This design comes from an exercise in tuning for small area and a short achievable clock period on the open sky130 flow, not from production work.
No run shown here included a check of the RTL's function; only the layout flow was run.
No activity file was given, so power comes from the tool's default toggle rates.

==> flow/design.v (outline; a module is shown in full before it is edited, if it fits) <==
// module cpu_alu_shifter: 48 lines
// module cpu_alu_mux2i: 8 lines
// module cpu_alu: 875 lines
// module cpu_alu_benc: 10 lines
// module cpu_alu_bpp: 11 lines
// module cpu_alu_benc2: 16 lines
// module cpu_alu_bpp2: 13 lines
// module cpu_alu_bppbit: 10 lines
// module cpu_alu_fa: 10 lines
// module cpu_alu_ha: 9 lines
// module cpu_alu_cpa: 660 lines
// module cpu_alu_nand2: 3 lines
// module cpu_alu_nor2: 3 lines
// module cpu_alu_xnor2: 3 lines
// module cpu_alu_inv: 3 lines
// module cpu_alu_aoi21: 3 lines
// module cpu_alu_oai21: 3 lines
// module cpu_alu_maj3i: 3 lines
// module cpu_alu_xor2: 3 lines
// module cpu_alu_and2: 3 lines
// module cpu_alu_mux2: 3 lines
module cpu_alu #(
    parameter int WIDTH = pkg_cpu_alu::ALU_WIDTH
) (
    input  logic             clk,
    input  logic             rst,
    input  logic             in_valid,
    input  logic [WIDTH-1:0] a,
    input  logic [WIDTH-1:0] b,
    input  logic [3:0]       oper,
    input  logic [3:0]       flags_in,
    output logic             out_valid,
    output logic [WIDTH-1:0] result,
    output logic [3:0]       flags_out
);
  // ...
==> flow/flow/run.sh <==
#!/bin/bash
# Standard layout, except that the port buffers are plain buf_2 cells instead of the
# resizer's default choice.
set -e
export BUFFER_PORTS_ARGS="-buffer_cell sky130_fd_sc_hd__buf_2"
bash standard.sh > standard.log 2>&1
==> flow/standard.sh <==
#!/bin/bash
# synth_recipe.tcl (not shown) runs the flow's synth.tcl, then flattens the netlist and writes it again
# the make line also repeats each setting of config.mk as NAME=value (left out here)
make -C /OpenROAD-flow-scripts/flow DESIGN_CONFIG=/design/flow/config.mk WORK_HOME=/design/flow/orfs CLKGATE_MAP_FILE= SYNTH_SCRIPT=/design/flow/synth_recipe.tcl "${@:-finish}"
==> flow/config.mk <==
export PLATFORM = sky130hd
export DESIGN_NAME = cpu_alu
export DESIGN_NICKNAME = cpu_alu
export VERILOG_FILES = /design/flow/design.v
export SDC_FILE = /design/flow/constraint.sdc
export NUM_CORES = 4
export LEC_CHECK = 0
export CAP_MARGIN = 20
export CORE_MARGIN = 2
export CORE_UTILIZATION = 60
export SETUP_SLACK_MARGIN = 3.4
export SLEW_MARGIN = 20
export SYNTH_HIERARCHICAL = 1
==> flow/constraint.sdc <==
create_clock -name core_clock -period 11.0 [get_ports {clk}]
set_input_delay 2.2000 -clock core_clock [delete_from_list [all_inputs] [get_ports {clk}]]
set_output_delay 2.2000 -clock core_clock [all_outputs]
set_load 0.01 [all_outputs]
==> summary.txt, run 1 <==
Synth
  • YS warnings: 9
  • Mapped Area: between 15,000 and 20,000 um^2
  • Post-synth EDFFs: 0

STA
  • PnR worst setup slack: between 3 and 4 ns
  • Max-slew violation count: 0
  • Fmax: 133 MHz
  • Slew HR: about a third

Route
  • Max layer used: met5
  • Total vias in the final route: between 15,000 and 20,000
  • Detailed-route vias per instance: between 6 and 7
  • Metal1 wirelength: 28,100 um

Layout
  • Layout Cells excl Fill: around 2,600
  • Layout cell share with drive strength beyond 1: about a fifth
  • Multi-input combinational area share: about 85%
  • Nets@finish: approximately 2,600
  • Non-clock buffer share: under 10%
  • Reg with most FFs: r_result
  • Multi-input gates: 1,941
  • Reg area: 721 um^2

Global routing
  • Initial antenna violation count: 1
  • GRT busiest layer: met2
  • Met2 GRT Util: ~65%
  • Overall Global Routing Usage: between 40% and 50%
  • Pin count of the biggest net entering global routing: 74

Power
  • Pwr dens: about 230 nW/um^2
  • Pwr top: combinational cells
  • Leakage: a little under 9 nW
  • Peak VDD IR: 0.520 mV
  • Power share of the clock group: 2.8%

Worst setup path
  • Worst Path Buf+Inv: 1
  • Crit path kind: primary input to flop
  • Max stage delay cell, worst path: fa_2
  • Worst setup SP type: primary input

Clocking
  • # Post-CTS Setup Buffers: 16
  • CTS tree: done

Run status
  • Status: finished clean

Placement
  • Placed insts: around 2,600
==> module cpu_alu_bpp2, before the edit <==
module cpu_alu_bpp2 #(
    parameter int N = 32
) (
    input  logic [N-1:0] i_a,
    input  logic         i_onen,
    input  logic         i_twon,
    input  logic         i_neg,
    output logic [N-1:0] o_pp
);
    logic [N-1:0] w_axn;
    assign w_axn = ~(i_a ^ {N{i_neg}});
    assign o_pp  = ~(({N{i_onen}} | w_axn) & ({N{i_twon}} | {w_axn[N-2:0], ~i_neg}));
endmodule
==> inputs of run 2 (changes only) <==
--- a/flow/design.v
+++ b/flow/design.v
@@ -1005,4 +1005,9 @@
     logic [N-1:0] w_axn;
-    assign w_axn = ~(i_a ^ {N{i_neg}});
-    assign o_pp  = ~(({N{i_onen}} | w_axn) & ({N{i_twon}} | {w_axn[N-2:0], ~i_neg}));
+    logic         w_negn;
+    cpu_alu_inv u_negn (.i_a(i_neg), .o_y(w_negn));
+    for (genvar k = 0; k < N; k++) begin : g_bit
+        cpu_alu_xnor2 u_axn (.i_a(i_a[k]), .i_b(i_neg), .o_y(w_axn[k]));
+        cpu_alu_o22ai u_pp (.i_a(i_onen), .i_b(w_axn[k]), .i_c(i_twon),
+                            .i_d(k == 0 ? w_negn : w_axn[k == 0 ? 0 : k-1]), .o_y(o_pp[k]));
+    end
 endmodule
@@ -1721,2 +1726,6 @@
 endmodule
+module cpu_alu_o22ai (input logic i_a, input logic i_b, input logic i_c, input logic i_d,
+                      output logic o_y);
+    assign o_y = ~((i_a | i_b) & (i_c | i_d));
+endmodule
 module cpu_alu_and2 (input logic i_a, input logic i_b, output logic o_y);
--- a/flow/config.mk
+++ b/flow/config.mk
@@ -10,3 +10,3 @@
 export CORE_UTILIZATION = 60
-export SETUP_SLACK_MARGIN = 3.4
+export SETUP_SLACK_MARGIN = 3.0
 export SLEW_MARGIN = 20
==> summary.txt, run 2 <==
Global routing
  • First-pass GRT wire length: 98,700 um (was 103,000 um)
  • Vias in the first global route: 16,800 (was 17,200)
  • Overall Global Routing Usage: 40.9% (was 40.4%)
  • Initial antenna violation count: 1 (unchanged)
  • GR Overflow Total: 0 (unchanged)
  • Pin count of the biggest net entering global routing: 74 (unchanged)

Synth
  • Post-synth EDFFs: 0 (unchanged)
  • Post-synth top area cell: fa_1 (unchanged)
  • Syn Inst Count: 2,070 (was 2,157)
  • Number of synthesized register bits: 36 (unchanged)
  • Synth cell count leaders: xnor2_1 (305), mux2i_1 (299), o22ai_1 (273) (unchanged)
  • Mapped Area: 18,400 um^2 (was 19,100 um^2)
  • Mean area per synthesized cell: 8.87 um^2 (was 8.85 um^2)
  • Synth unique cells: 82 (was 85)
  • Top-count cell post-synth: xnor2_1 (unchanged)
  • Asr flop ratio synth: 0% (unchanged)
  • YS warnings: 9 (unchanged)
  • Sequential-to-total area share from yosys stat: 3.92% (was 3.77%)
  • Synth top area cells: fa_1 (23%), mux2i_1 (16%), xnor2_1 (15%) (was fa_1 (22%), mux2i_1 (16%), xnor2_1 (14%))
  • Top cell type's share of synthesized area: 22.9% (was 22.0%)
  • Ys flop type: dfxtp_1 (unchanged)

Layout
  • Layout cell share with drive strength beyond 1: 15.4% (was 20.1%)
  • Most frequent cells in the layout: xnor2_1 (294), mux2i_1 (284), o22ai_1 (269) (was xnor2_1 (285), mux2i_1 (265), o22ai_1 (252))
  • Commonest non-fill, non-tap cell in the layout: xnor2_1 (unchanged)
  • Max reg flops: 32 (unchanged)
  • Top flop regs: r_result: 32 flops, r_flags: 3 flops, r_valid: 1 flops (unchanged)
  • # fillers: 2,551 (was 2,540)
  • Reg with most FFs: r_result (unchanged)
  • Area delta synth->final: 11.3% (was 14.4%)
  • Nets@finish: 2,519 (was 2,556)

Route
  • Total vias in the final route: 17,800 (was 18,300)
  • DRT antenna net count: 0 (unchanged)
  • Wire per inst: 25.9 um (was 27.0 um)
  • First-pass detailed-route iteration total: 5 (was 7)
  • DR iter-0 viols: 1,996 (was 2,152)
  • Post-Route WL: 67,200 um (was 71,200 um)
  • Detailed-route vias per instance: 6.87 (was 6.94)
  • DRC: 0 (unchanged)

Floorplanning
  • Die height: 179 um (was 182 um)
  • Die area: 32,000 um^2 (was 33,300 um^2)
  • Die width: 179 um (was 182 um)
  • Initial Util: 60.5% (was 60.7%)
  • Io pins: 112 (unchanged)
  • Core area: 30,300 um^2 (was 31,500 um^2)
  • Rows: 64 (was 65)

Worst setup path
  • Crit path cell chain: buf_2 > xor2_1 > nand2_2 > o22ai_1 > fa_1 > fa_1 > fa_1 > fa_1 > fa_1 > fa_1 > mux2i_4 > xor2_2 > nor3_2 > nand3_1 > a2111oi_1 > nand3_1 > nor4_2 > mux2_2 (was buf_8 > xor2_4 > nand2_4 > o22ai_1 > ha_1 > fa_1 > fa_1 > fa_1 > fa_1 > fa_2 > mux2i_4 > xor2_4 > nor3_4 > nand3_2 > a2111oi_4 > nand3_1 > nor4_2 > mux2_4)
  • Max stage delay cell, worst path: fa_1 (was fa_2)
  • Crit path DAT: 8.13 ns (was 7.71 ns)
  • Largest delay share family, worst path: adder cells (unchanged)
  • CP Data Required Time: 11.22 ns (was 11.21 ns)
  • CP dominant cell by count: fa_1 (unchanged)
  • Worst setup SP type: primary input (unchanged)
  • Critical path fanouts, max: 12 (was 17)
  • Crit path kind: primary input to flop (unchanged)
  • Slowest cell delay on critical path: 0.69 ns (was 0.67 ns)
  • Worst Path Buf+Inv: 1 (unchanged)
  • Crit end category: flop (unchanged)

Power
  • Peak VDD IR: 0.467 mV (was 0.520 mV)
  • Leakage: 8.34 nW (was 8.87 nW)
  • Pwr dens: 226 nW/um^2 (was 232 nW/um^2)

Run status
  • Status: finished clean (unchanged)

STA
  • Final hold vios: 0 (unchanged)
  • Fmax: 126 MHz (was 133 MHz)
  • PnR worst setup slack: 3.09 ns (was 3.50 ns)
  • RSZ-0062 raised after global routing: yes (unchanged)
  • Final Critical Period: 7.91 ns (was 7.50 ns)
  • Max-slew violation count: 0 (unchanged)
  • Setup violators final: 0 (unchanged)
  • Final setup TNS: 0 ns (unchanged)
  • Slew HR: 36.4% (was 34.0%)
  • Period utilization: 71.9% (was 68.2%)
  • Worst-margin pin slew: 0.952 ns (was 0.987 ns)

Clocking
  • CTS Buf Count: 5 (unchanged)
  • Clock Pin Slew Worst Setup and Hold Paths: 0.06 ns (was 0.05 ns)
  • Root cell of the clock tree: clkbuf_16 (unchanged)
  • CTS tree: done (unchanged)
  • Clock buffer depth: 2 (unchanged)
  • Clock Sinks: 36 (unchanged)
  • H-tree depth: 2 (unchanged)

Placement
  • Gpl congestion: 0.975 (was 0.955)
  • DP Wirelength: 50,200 um (was 50,600 um)
  • Post-place setup slack: 1.48 ns (was 1.65 ns)
  • IO Port Bufs: 109 (unchanged)

Flow run
  • Max_cap viols: 0 (unchanged)

Hold path
  • Worst Hold Class: primary input to flop (unchanged)
==> run 2: cell types whose count changed after synthesis, sizes merged <==
cell | previous run | this run
buf | 78 | 26
clkbuf | 61 | 26
==> run 2: path summary, 6_finish.rpt <==
path,from,to,slack [ns],cells past startpoint
max,b[20],r_flags[0],3.09,18
min,rst,r_valid,2.06,2
==> run 2: metal layers <==
layer	vias up	global-route usage, %	wire length, um
met1	8647	55.8	27100
li1	7805	-	-
met2	1169	64.0	29500
met4	2	18.2	3490
met5	-	0	62
met3	218	6.55	6950
==> run 2: cell families (layout without fill, tap and decap cells) <==
| group | after synthesis | in the layout | share of synthesized area, % |
|---|---|---|---|
| simple gates | 368 | 368 | 9.23 |
| xor+xnor | 451 | 451 | 21.5 |
| mux | 307 | 307 | 16.8 |
| other cells | 1 | 5 | 0.0204 |
| buf+inv | 101 | 229 | 2.68 |
| compound gates | 561 | 561 | 20.6 |
| flops | 36 | 36 | 3.92 |
| fa+ha+maj | 245 | 245 | 25.3 |
==> run 2: timing repair <==
action	CTS	global route
hold buffers	0	0
cloned	0	1
endpoints found under the setup margin	14	4
pin swaps	7	6
resized for setup	55	43
buffers inserted	6	17
==> run 2: final cells by class <==
type	count	area (um^2)	area share [%]
multi-input combinational	1936	17700	86.5
timing repair buffer	172	1180	5.79
sequential	36	721	3.53
tap	396	495	2.42
inverter	49	184	0.900
clock buffer	5	125	0.612
clock inverter	3	42.5	0.208
antenna	1	2.50	0.0122
==> run 2: per-stage QoR <==
stage	cell area [um^2]	power, mW	hold WS [ns]	util (%)	instances
after CTS	20000	4.26	2.06	66.0	2578
after global routing	20400	4.89	2.07	67.3	2597
after detailed placement	19600	4.02	2.36	64.4	2564
final	20400	4.61	2.06	67.3	2598
after global placement	19500	3.93	2.36	64.3	2563
after floorplan	18400	2.62	2.27	-	2073
==> run 2: power by group <==
part	internal, mW	switching (mW)	total [mW]
sequential	0.182	0.00928	0.192
combinational	1.73	2.52	4.26
clock	0.106	0.0539	0.160
==> run 2: per-module statistics from Yosys (local to each module, per instance), a selection <==
module,copies in the design,area (um^2),flip-flops and latches
cpu_alu_nor2,63,3.75,0
cpu_alu_nand2,99,3.75,0
cpu_alu_xor2,144,8.76,0
cpu_alu_shifter,1,1460,0
cpu_alu_xnor2,304,8.76,0
cpu_alu_oai21,25,5.00,0
cpu_alu_mux2i,256,10.0,0
cpu_alu_ha,30,12.5,0
cpu_alu_maj3i,1,18.8,0
cpu_alu,1,1370,36
cpu_alu_o22ai,272,6.26,0
cpu_alu_inv,40,3.75,0
cpu_alu_cpa,1,1400,0
==> inputs of run 3 (changes only) <==
--- a/flow/config.mk
+++ b/flow/config.mk
@@ -10,3 +10,3 @@
 export CORE_UTILIZATION = 60
-export SETUP_SLACK_MARGIN = 3.0
+export SETUP_SLACK_MARGIN = 3.3
 export SLEW_MARGIN = 20
==> summary.txt, run 3 <==
Run status
  • Status: finished clean (unchanged)

Floorplanning
  • Die width: 179 um (unchanged)
  • Io pins: 112 (unchanged)
  • Initial Util: 60.5% (unchanged)
  • Die area: 32,000 um^2 (unchanged)
  • Die height: 179 um (unchanged)
  • Core area: 30,300 um^2 (unchanged)
  • Rows: 64 (unchanged)

Placement
  • DP Wirelength: 49,800 um (was 50,200 um)
  • Gpl congestion: 0.976 (was 0.975)
  • IO Port Bufs: 109 (unchanged)

Clocking
  • Root cell of the clock tree: clkbuf_16 (unchanged)
  • Clock buffer depth: 2 (unchanged)
  • CTS tree: done (unchanged)
  • Clock Sinks: 36 (unchanged)
  • Clock Pin Slew Worst Setup and Hold Paths: 0.06 ns (about the same)
  • H-tree depth: 2 (unchanged)
  • CTS Buf Count: 5 (unchanged)

Route
  • DRT antenna net count: 0 (unchanged)
  • First-pass detailed-route iteration total: 6 (was 5)
  • Post-Route WL: 71,200 um (was 67,200 um)
  • Total vias in the final route: 18,400 (was 17,800)
  • Wire per inst: 27.2 um (was 25.9 um)
  • DR iter-0 viols: 2,348 (was 1,996)
  • DRC: 0 (unchanged)
  • Detailed-route vias per instance: 7.03 (was 6.87)

Synth
  • Number of synthesized register bits: 36 (unchanged)
  • Mapped Area: 18,400 um^2 (unchanged)
  • Synth top area cells: fa_1 (23%), mux2i_1 (16%), xnor2_1 (15%) (unchanged)
  • Syn Inst Count: 2,070 (unchanged)
  • Synth cell count leaders: xnor2_1 (305), mux2i_1 (299), o22ai_1 (273) (unchanged)
  • Top cell type's share of synthesized area: 22.9% (unchanged)
  • Post-synth EDFFs: 0 (unchanged)
  • Synth unique cells: 82 (unchanged)
  • Top-count cell post-synth: xnor2_1 (unchanged)
  • Mean area per synthesized cell: 8.87 um^2 (unchanged)
  • Post-synth top area cell: fa_1 (unchanged)
  • Sequential-to-total area share from yosys stat: 3.92% (unchanged)
  • Asr flop ratio synth: 0% (unchanged)
  • Ys flop type: dfxtp_1 (unchanged)
  • YS warnings: 9 (unchanged)

Worst setup path
  • Worst setup SP type: primary input (unchanged)
  • CP Data Required Time: 11.20 ns (was 11.22 ns)
  • Max stage delay cell, worst path: fa_1 (unchanged)
  • Crit path DAT: 7.84 ns (was 8.13 ns)
  • Slowest cell delay on critical path: 0.49 ns (was 0.69 ns)
  • Crit end category: flop (unchanged)
  • Worst Path Buf+Inv: 5 (was 1)
  • CP dominant cell by count: fa_1 (unchanged)
  • Crit path kind: primary input to flop (unchanged)
  • Critical path fanouts, max: 14 (was 12)
  • Largest delay share family, worst path: adder cells (unchanged)

STA
  • Final Critical Period: 7.64 ns (was 7.91 ns)
  • Final setup TNS: 0 ns (unchanged)
  • Max-slew violation count: 0 (unchanged)
  • Slew HR: 33.7% (was 36.4%)
  • Period utilization: 69.4% (was 71.9%)
  • Worst-margin pin slew: 0.992 ns (was 0.952 ns)
  • Fmax: 131 MHz (was 126 MHz)
  • Worst hold slack: 2.06 ns (about the same)
  • Final hold vios: 0 (unchanged)
  • Setup violators final: 0 (unchanged)
  • RSZ-0062 raised after global routing: no (was yes)

Hold path
  • Worst Hold Class: primary input to flop (unchanged)

Global routing
  • GR Overflow Total: 0 (unchanged)
  • First-pass GRT wire length: 102,000 um (was 98,700 um)
  • Pin count of the biggest net entering global routing: 74 (unchanged)
  • Vias in the first global route: 17,000 (was 16,800)
  • Overall Global Routing Usage: 42.5% (was 40.9%)
  • Initial antenna violation count: 0 (was 1)

Layout
  • Most frequent cells in the layout: xnor2_1 (282), mux2i_1 (272), o22ai_1 (252) (was xnor2_1 (294), mux2i_1 (284), o22ai_1 (269))
  • Max reg flops: 32 (unchanged)
  • Top flop regs: r_result: 32 flops, r_flags: 3 flops, r_valid: 1 flops (unchanged)
  • Commonest non-fill, non-tap cell in the layout: xnor2_1 (unchanged)
  • Area delta synth->final: 17.6% (was 11.3%)
  • Reg with most FFs: r_result (unchanged)
  • ANT cells: 0 (was 1)
  • # fillers: 2,362 (was 2,551)
  • Layout cell share with drive strength beyond 1: 19.1% (was 15.4%)
  • Nets@finish: 2,541 (was 2,519)

Power
  • Final Power: 4.91 mW (was 4.61 mW)
  • Peak VDD IR: 0.470 mV (was 0.467 mV)
  • Pwr dens: 227 nW/um^2 (was 226 nW/um^2)
  • Leakage: 8.75 nW (was 8.34 nW)

Flow run
  • Max_cap viols: 0 (unchanged)
-- run 3: cell counts after synthesis --
No cell type changed its count.
-- run 3: stage by stage --
| step | utilization, % | setup slack (ns) | area, um^2 | std cells |
|---|---|---|---|---|
| floorplan | - | 3.32 | 18500 | 2073 |
| global placement | 64.3 | 1.86 | 19500 | 2556 |
| detailed placement | 64.3 | 1.80 | 19500 | 2556 |
| CTS | 67.7 | 3.30 | 20600 | 2591 |
| global route | 71.1 | 3.22 | 21600 | 2619 |
| finish | 71.1 | 3.36 | 21600 | 2619 |
-- run 3: where the power goes --
group	total (mW)	leakage, nW	internal (mW)	switching, mW
clock	0.160	0.0808	0.107	0.0538
sequential	0.192	0.302	0.182	0.00925
combinational	4.56	8.37	1.90	2.66
-- run 3: cells by family after synthesis --
kind of cell / Yosys count / synth area share, %
xor+xnor: 451 / 21.5
buf+inv: 101 / 2.68
compound gates: 561 / 20.6
mux: 307 / 16.8
fa+ha+maj: 245 / 25.3
simple gates: 368 / 9.23
other cells: 1 / 0.0204
flops: 36 / 3.92
-- run 3: cell type report --
cell class / instances / area [um^2] / share of cell area, %
Multi-Input combinational cell: 1946 / 18500 / 85.8
Sequential cell: 36 / 721 / 3.34
Clock buffer: 6 / 129 / 0.597
Timing Repair Buffer: 184 / 1490 / 6.91
Clock inverter: 2 / 35.0 / 0.162
Tap cell: 396 / 495 / 2.29
Inverter: 49 / 184 / 0.852
-- run 3: final timing paths --
kind	from	end	cells after the start
setup / recovery	b[1]	r_flags[2]	25
hold / removal	rst	r_valid	2
-- run 3: timing repair --
item | 4_1_cts | 5_1_grt
pin swaps | 21 | 26
setup endpoints to repair | 16 | 6
cloned | 7 | 5
buffers inserted | 20 | 22
hold buffers | 0 | 0
gates resized for setup | 110 | 125
-- run 3: per-layer routing --
layer	up-vias	routed length (um)	global-route usage [%]
li1	7872	-	-
met1	8890	27900	58.0
met2	1389	31000	65.4
met3	260	8290	7.87
met4	0	4040	19.6
met5	-	0	0
-- run 3: Yosys stat by module (local to each module, per instance), a selection --
module | cells | copies in the design | area, um^2 | flops+latches
cpu_alu_cpa | 231 | 1 | 1400 | 0
cpu_alu_fa | 1 | 210 | 20.0 | 0
cpu_alu_and2 | 1 | 16 | 6.26 | 0
cpu_alu_maj3i | 3 | 1 | 18.8 | 0
cpu_alu_shifter | 220 | 1 | 1460 | 0
cpu_alu_o22ai | 1 | 272 | 6.26 | 0
cpu_alu_oai21 | 1 | 25 | 5.00 | 0
cpu_alu_inv | 1 | 40 | 3.75 | 0
cpu_alu_nor2 | 1 | 63 | 3.75 | 0
cpu_alu_mux2i | 1 | 256 | 10.0 | 0
cpu_alu_xor2 | 1 | 144 | 8.76 | 0
cpu_alu_ha | 1 | 30 | 12.5 | 0

afterwards: timing with drivers on the ports:
No port has a modelled driver above. Below, the same layouts with a new extraction and two added sets of constraints.
Step 1, drivers: a clkbuf_16 drives clk and a buf_2 each remaining input, both assumed.
Step 2 moves the port delays by t, midway between the first and last clock arrival at a register: inputs arrive t later, outputs are due t later. That takes back most of the time a late clock gives input paths.
Slacks: ideal ports / drivers / drivers and shift; pairs: ideal ports / drivers.
run	t (ns)	setup slack, ns	clock arrival spread, ns
run 1	0.304	3.497 / 3.397 / 3.093	0.009 / 0.009
run 2	0.317	3.092 / 3.102 / 2.786	0.008 / 0.007
run 3	0.320	3.363 / 3.295 / 2.975	0.008 / 0.008
After both steps every run listed still meets setup and hold. The setup slack of run 1, which loses most, moves by -0.100 ns with the drivers and by -0.404 ns with both steps.
